This is an optimization exercise on Yosys and OpenROAD, whose aim is small area, a short achievable clock period and few clock cycles per item, not a production implementation. No run shown here included a check of the RTL's function; only the layout flow was run.

==> flow/design.v, too long to show whole: its modules and the start of the top module <==
// module lstm_delta_fa: 11 lines
// module lstm_delta_ha: 10 lines
// module lstm_delta: 8952 lines
module lstm_delta
(
    input  logic                     clk,
    input  logic                     xrst,
    input  logic                     in_valid,
    output logic                     in_ready,
    input  logic                     in_last,
    input  logic signed [15:0] i,
    input  logic signed [15:0] f,
    input  logic signed [15:0] o,
    input  logic signed [15:0] a,
    input  logic signed [15:0] tanh_c,
    input  logic signed [15:0] c_prev,
    input  logic signed [15:0] dh,
    input  logic signed [15:0] dc_next,
    output logic                     out_valid,
    input  logic                     out_ready,
    output logic                     out_last,
    output logic signed [15:0] di,
    output logic signed [15:0] df,
    output logic signed [15:0] do_,
    output logic signed [15:0] da,
    output logic signed [15:0] dc_prev
);
  // ...
==> flow/run.sh <==
#!/bin/bash
# synth_recipe.tcl (not shown) runs the flow's synth.tcl, then flattens the netlist and writes it again
# the make line also repeats each setting of config.mk as NAME=value (left out here)
make -C /OpenROAD-flow-scripts/flow DESIGN_CONFIG=/design/flow/config.mk WORK_HOME=/design/flow/orfs CLKGATE_MAP_FILE= SYNTH_SCRIPT=/design/flow/synth_recipe.tcl finish
==> flow/config.mk <==
export PLATFORM = sky130hd
export DESIGN_NAME = lstm_delta
export DESIGN_NICKNAME = lstm_delta
export VERILOG_FILES = /design/flow/design.v
export SDC_FILE = /design/flow/constraint.sdc
export NUM_CORES = 4
export LEC_CHECK = 0
export ABC_AREA = 1
export ABC_CLOCK_PERIOD_IN_PS = 3500
export CAP_MARGIN = 20
export CORE_MARGIN = 2
export CORE_UTILIZATION = 55
export SLEW_MARGIN = 20
export SYNTH_HIERARCHICAL = 1
==> flow/constraint.sdc <==
create_clock -name core_clock -period 12.0 [get_ports {clk}]
set_input_delay 2.4000 -clock core_clock [delete_from_list [all_inputs] [get_ports {clk}]]
set_output_delay 2.4000 -clock core_clock [all_outputs]
set_load 0.01 [all_outputs]
==> Flow_metrics.wiki, run 1 <==
{| class="wikitable"
! Metric !! Value
|-
| Hold Crit Depth || 0
|-
| Compound-Gate Fraction of Synth Area || approximately a tenth
|-
| Synthesized-area fraction occupied by xor and xnor cells || a little under an eighth
|-
| I/O Pins || approximately 220
|-
| Initial drt markers || just under 10k
|-
| Delay of the slowest cell on the worst path || between 1 and 1.5 ns
|-
| Clock edge transition at the registers on the reported setup and hold paths || 0.06 ns
|-
| Multi-Input Combinational || between 9k and 10k
|-
| Yosys reg bits || ~1.5k
|-
| Unrepaired setup endpoints after global routing || no
|-
| Max-slew violation count || 0
|-
| Sequential share of the synthesized area || approximately a third
|-
| Largest cell class || multi-input gates
|-
| Top reg by flops || skid
|-
| Crit. Startpoint || in_ready
|-
| Clock network latency to the later pin of the worst-skew pair || around 0.84 ns
|-
| Non-clock buffer total of the final layout || a little over 300
|-
| Start-to-end type of the worst setup path || reg2out
|-
| Total number of vias || about 99k
|-
| Maximum root-to-sink buffer count || 3
|-
| Number of buffers added on ports || around 220
|-
| Fraction of layout instances using a drive strength above 1 || between 3 and 4%
|-
| Seq_cells || between 1k and 1.5k
|-
| Clock-cell share || about 4.1%
|-
| Area taken by multi-input logic gates || 81600 sq um
|-
| Main combinational cell family by area after synthesis || adder cells
|-
| Non-Clock Inverter Count || approximately 1.2k
|-
| Clk_skew || roughly 0.049 ns
|-
| Highest clock rate || 204 MHz
|-
| Final critical-path setup slack || ~7.1 ns
|-
| Initial antenna violation count || 3
|-
| Result of the run || timing/DRC/antenna clean
|-
| First-pass GRT wire length || 582000 microns
|-
| Cell row count || 180
|}
==> inputs of run 2 (changes only) <==
==> flow/flow/run.sh (new file) <==
#!/bin/bash
# Standard ORFS layout (the standard.sh, standard synthesis unchanged) with two
# changes to how the layout is optimised:
#  - port buffers use buf_4 instead of the default delay-buffer choice;
#  - timing repair aims for extra setup margin, so the resizer works on the
#    register-to-register paths although the 12 ns constraint is met anyway.
# The SDC (clock period, I/O delays, load) is the standard flow's, unchanged.
set -euo pipefail
bash standard.sh \
  "BUFFER_PORTS_ARGS=-buffer_cell sky130_fd_sc_hd__buf_4" \
  SETUP_SLACK_MARGIN=8.3 \
  finish > standard_flow.log 2>&1
==> flow/standard.sh (new file) <==
#!/bin/bash
# synth_recipe.tcl (not shown) runs the flow's synth.tcl, then flattens the netlist and writes it again
# the make line also repeats each setting of config.mk as NAME=value (left out here)
make -C /OpenROAD-flow-scripts/flow DESIGN_CONFIG=/design/flow/config.mk WORK_HOME=/design/flow/orfs CLKGATE_MAP_FILE= SYNTH_SCRIPT=/design/flow/synth_recipe.tcl "${@:-finish}"
removed: flow/run.sh
==> run 2 against run 1 <==
Compared with the run above:
- sequential cell count stayed put
- synthesized cell count stayed put
- critical path depth stayed put
- via count is 2.7% higher
- worst hold slack better by 0.0065 ns
- utilization is 2.5 points higher
- final cell count is 3.0% higher
- register-to-register slack better by 1.2 ns
- clock skew is 0.0040 ns lower
- first-iteration DRC count is 3.7% higher
==> Flow_metrics.wiki, run 2 <==
{| class="wikitable"
! Metric !! Value
|-
| Cell family contributing the most delay on the critical path || flip-flops (unchanged)
|-
| Total number of vias || 101k (was 98.8k)
|-
| Non-Filler Cell Area, Final || 149000 sq um (was 143000 sq um)
|-
| Proportion of register bits with asynchronous set or reset after synthesis || 0.547% (unchanged)
|-
| Critical path required time || 9.60 ns (about the same)
|-
| Crit. Startpoint || in_ready (unchanged)
|-
| Total buffers and inverters traversed by the critical path || 1 (unchanged)
|-
| Clock root buffer || clkbuf_16 (unchanged)
|-
| Initial drt markers || 10.1k (was 9691)
|-
| Slowest-stage cell, CP || dfstp_4 (unchanged)
|-
| Number of global-route vias before repair || 101k (was 100k)
|-
| Maximum root-to-sink buffer count || 3 (unchanged)
|-
| Measured slew at the worst slew-check pin || 1.05 ns (was 1.14 ns)
|-
| Final Setup Violations || 0 (unchanged)
|-
| Synth unique cells || 62 (unchanged)
|-
| Startpoint Class || flip-flop (unchanged)
|-
| Critical Path Stages || 1 (unchanged)
|-
| FILL cells || 20.0k (was 20.6k)
|-
| Top library cells by usage in the layout, fill and taps aside || nand2_1 (2468), xor2_1 (1607), edfxtp_1 (1455), fa_1 (1373), o22ai_1 (1282) (was nand2_1 (2479), xor2_1 (1617), edfxtp_1 (1455), fa_1 (1377), o22ai_1 (1310))
|-
| First-pass GRT wire length || 592000 microns (was 582000 microns)
|-
| Headroom to the max-slew limit || 29.6% (was 23.7%)
|-
| Count of nets left with antenna violations after detail routing || 0 (unchanged)
|-
| Worst hold path type || reg2reg (unchanged)
|-
| Final Cycle Share || 34.6% (was 40.9%)
|-
| Minimum period implied by the final worst setup slack || 4.15 ns (was 4.90 ns)
|-
| Count of hold-fix buffers inserted at cts || 0 (unchanged)
|-
| Final Hold Vio Count || 0 (unchanged)
|-
| Final std cells w/o fill || 16.9k (was 16.4k)
|-
| # placed instances || 16.1k (about the same)
|-
| Cell types with the highest counts after synthesis || nand2_1 (2479), xor2_1 (1617), edfxtp_1 (1455) (unchanged)
|-
| Core area || 241000 sq um (unchanged)
|-
| Clock network latency to the later pin of the worst-skew pair || 0.84 ns (about the same)
|-
| CTS H-tree lvls || 4 (unchanged)
|-
| Max-cap violation count || 0 (unchanged)
|-
| CTS Sinks || 1463 (unchanged)
|-
| Overall routing resource usage || 30.8% (was 30.1%)
|-
| Post-Synthesis Cells || 13.3k (unchanged)
|-
| Max-slew violation count || 0 (unchanged)
|-
| Yosys reg bits || 1463 (unchanged)
|-
| Most common cell after layout, fill and taps aside || nand2_1 (unchanged)
|-
| Number of buffers added on ports || 215 (unchanged)
|-
| Overall die area || 246000 sq um (unchanged)
|-
| Sequential share of the synthesized area || 33.0% (unchanged)
|-
| Die Span Y || 496 microns (unchanged)
|-
| Initial antenna violation count || 5 (was 3)
|-
| I/O Pins || 216 (unchanged)
|-
| Clock edge transition at the registers on the reported setup and hold paths || 0.07 ns (was 0.06 ns)
|-
| Critical-path maximum fanout || 4 (was 55)
|-
| Share of Yosys cell area claimed by the top area cell type || 32.9% (unchanged)
|-
| Number of nets in the synthesized netlist || 15.6k (unchanged)
|-
| Setup TNS || 0 ns (unchanged)
|-
| Cell with the most instances after synthesis || nand2_1 (unchanged)
|-
| Initial core utilization || 55.3% (unchanged)
|-
| Reg-to-reg endpoint || s5_da_a[16] (was s5_dp_a[10])
|-
| Data arrival time of the critical path || 1.75 ns (was 2.50 ns)
|-
| Clock buffers created by TritonCTS || 169 (was 172)
|-
| Unrepaired setup endpoints after global routing || yes (was no)
|-
| Placed Instance Area || 137000 sq um (about the same)
|-
| Result of the run || timing/DRC/antenna clean (unchanged)
|-
| Net count of the finished layout || 15.9k (was 15.4k)
|-
| Fraction of layout instances using a drive strength above 1 || 10.2% (was 3.35%)
|-
| Synthesized area per cell || 9.98 sq um (unchanged)
|-
| Critical path cell sequence || buf_12 (was clkdlybuf4s50_1)
|-
| DIE WIDTH || 496 microns (unchanged)
|-
| Final routed wirelength across all metal layers || 388000 microns (was 373000 microns)
|-
| Crit end category || primary output (unchanged)
|-
| GR Overflow Total || 0 (unchanged)
|-
| Delay of the slowest cell on the worst path || 0.71 ns (was 1.01 ns)
|-
| Start of the worst register-to-register path || s4_dc_enc[12] (was s4_dc_enc[6])
|-
| Biggest area contributors in the synthesized netlist || edfxtp_1 (33%), fa_1 (21%), xor2_1 (11%) (unchanged)
|-
| Flip-flop count of the largest register, all copies and words added || 81 (unchanged)
|-
| Cell row count || 180 (unchanged)
|-
| Leading area contributor after synthesis || edfxtp_1 (unchanged)
|-
| Highest clock rate || 241 MHz (was 204 MHz)
|-
| Worst setup endpoint || in_ready (unchanged)
|-
| Count of yosys warnings during synthesis || 7 (unchanged)
|-
| Residual DRC || 0 (unchanged)
|-
| R2R depth || 7 (was 8)
|-
| Worst-case register-to-register setup slack || 8.30 ns (was 7.13 ns)
|-
| Clk_skew || 0.0450 ns (was 0.0489 ns)
|-
| Pin count of the biggest net entering global routing || 155 (was 180)
|-
| Top reg by flops || skid (unchanged)
|-
| Area delta synth->final || 11.9% (was 7.44%)
|-
| TritonCTS clock tree || yes (unchanged)
|-
| Start-to-end type of the worst setup path || reg2out (unchanged)
|-
| Routability congestion estimate from global placement || 0.935 (was 0.951)
|-
| Wire length per cell after detailed routing || 23.0 microns (was 22.7 microns)
|-
| Number of enable flip-flop cells after synthesis || 1455 (unchanged)
|-
| HPWL after detailed placement || 273000 microns (was 271000 microns)
|-
| Worst hold margin || 0.399 ns (was 0.393 ns)
|-
| Hold Crit Depth || 0 (unchanged)
|-
| First drt pass iteration count || 8 (was 9)
|-
| Via-per-instance ratio || 6.00 (was 6.02)
|-
| Most used flip-flop cell after synthesis || edfxtp_1 (unchanged)
|-
| Total standard cell area after synthesis || 133000 sq um (unchanged)
|}
-- run 2: layout make-up --
type	instances	area (sq um)	area share [%]
timing repair buffer	781	7660	5.15
sequential	1463	43900	29.5
inverter	1249	5300	3.56
tap	3185	3990	2.68
timing repair inverter	13	75.1	0.0505
clock buffer	193	4340	2.92
antenna	3	7.51	0.00505
clock inverter	121	1450	0.976
multi-input combinational	9899	82100	55.2
-- run 2: metrics by stage --
step / utilization (%) / setup WS, ns
3_5_place_dp: 56.8 / 7.08
3_3_place_gp: 56.8 / 7.17
5_1_grt: 61.9 / 7.77
2_1_floorplan: - / 0.206
4_1_cts: 60.1 / 7.76
6_report: 61.9 / 7.85
-- run 2: Yosys stat by module, one instance, submodules excluded --
module,times used,cells,area (sq um),flops+latches
lstm_delta_ha,281,1,12.5,0
lstm_delta,1,11700,103000,1463
lstm_delta_fa,1344,1,20.0,0
-- run 2: repair_timing --
action                     CTS  global route
setup endpoints to repair  958           581
pin swaps                    5            71
setup buffers              160           302
gates resized for setup    252           257
cloned                       6            19
-- run 2: how the worst min path moves through the flow --
stage / start / end
3_5_place_dp: s0_dc_next[7] / s1_dc_next[7]
6_report: s2_f[12] / s3_f[12]
4_1_cts: s2_f[12] / s3_f[12]
2_1_floorplan: s0_c_prev[0] / s1_c_prev[0]
5_1_grt: s2_f[12] / s3_f[12]
3_3_place_gp: s0_c_prev[6] / s1_c_prev[6]
-- run 2: cells by family (layout without fill, tap and decap cells) --
family	after synthesis	after routing	synth area share [%]
other cells	0	3	0
compound gates	2301	2301	10.3
xor+xnor	1717	1717	11.3
simple gates	3672	3676	11.2
buf+inv	1957	2357	5.62
flops	1463	1463	33.0
mux	11	11	0.0894
fa+ha+maj	2194	2194	28.4
-- run 2: per-layer routing --
metal	global-route usage [%]	wire length, microns	up-vias
li1	-	-	45700
met1	43.2	164000	50100
met2	48.8	178000	4740
met3	5.22	31100	904
met4	10.5	14900	2
met5	0	20	-

-- re-timing with driven ports --
No port has a modelled driver above. Below, the same layouts with a new extraction and two added sets of constraints.
Step 1 (the two cells are an assumption about what drives the block):
set clk [get_ports {clk}]
set_driving_cell -lib_cell sky130_fd_sc_hd__clkbuf_16 $clk
set_driving_cell -lib_cell sky130_fd_sc_hd__buf_2 [delete_from_list [all_inputs] $clk]
Step 2, shift: input delay + t, output delay - t, t = (earliest + latest rising clock arrival at the registers) / 2. This alone moves slack from input paths to output paths.
a / b / c = no drivers / after step 1 / after step 2; a / b = the first two.
run	shift t [ns]	setup WS [ns]	worst data-port slew with drivers (ns)	pins driven straight from the clock port
run 1	0.909	7.095 / 7.000 / 7.126	0.09	1
run 2	0.917	7.850 / 7.751 / 7.708	0.15	1
After both steps setup and hold are still met in every run listed. The setup slack of run 2, which loses most, moves by -0.099 ns with the drivers and by -0.142 ns with both steps.
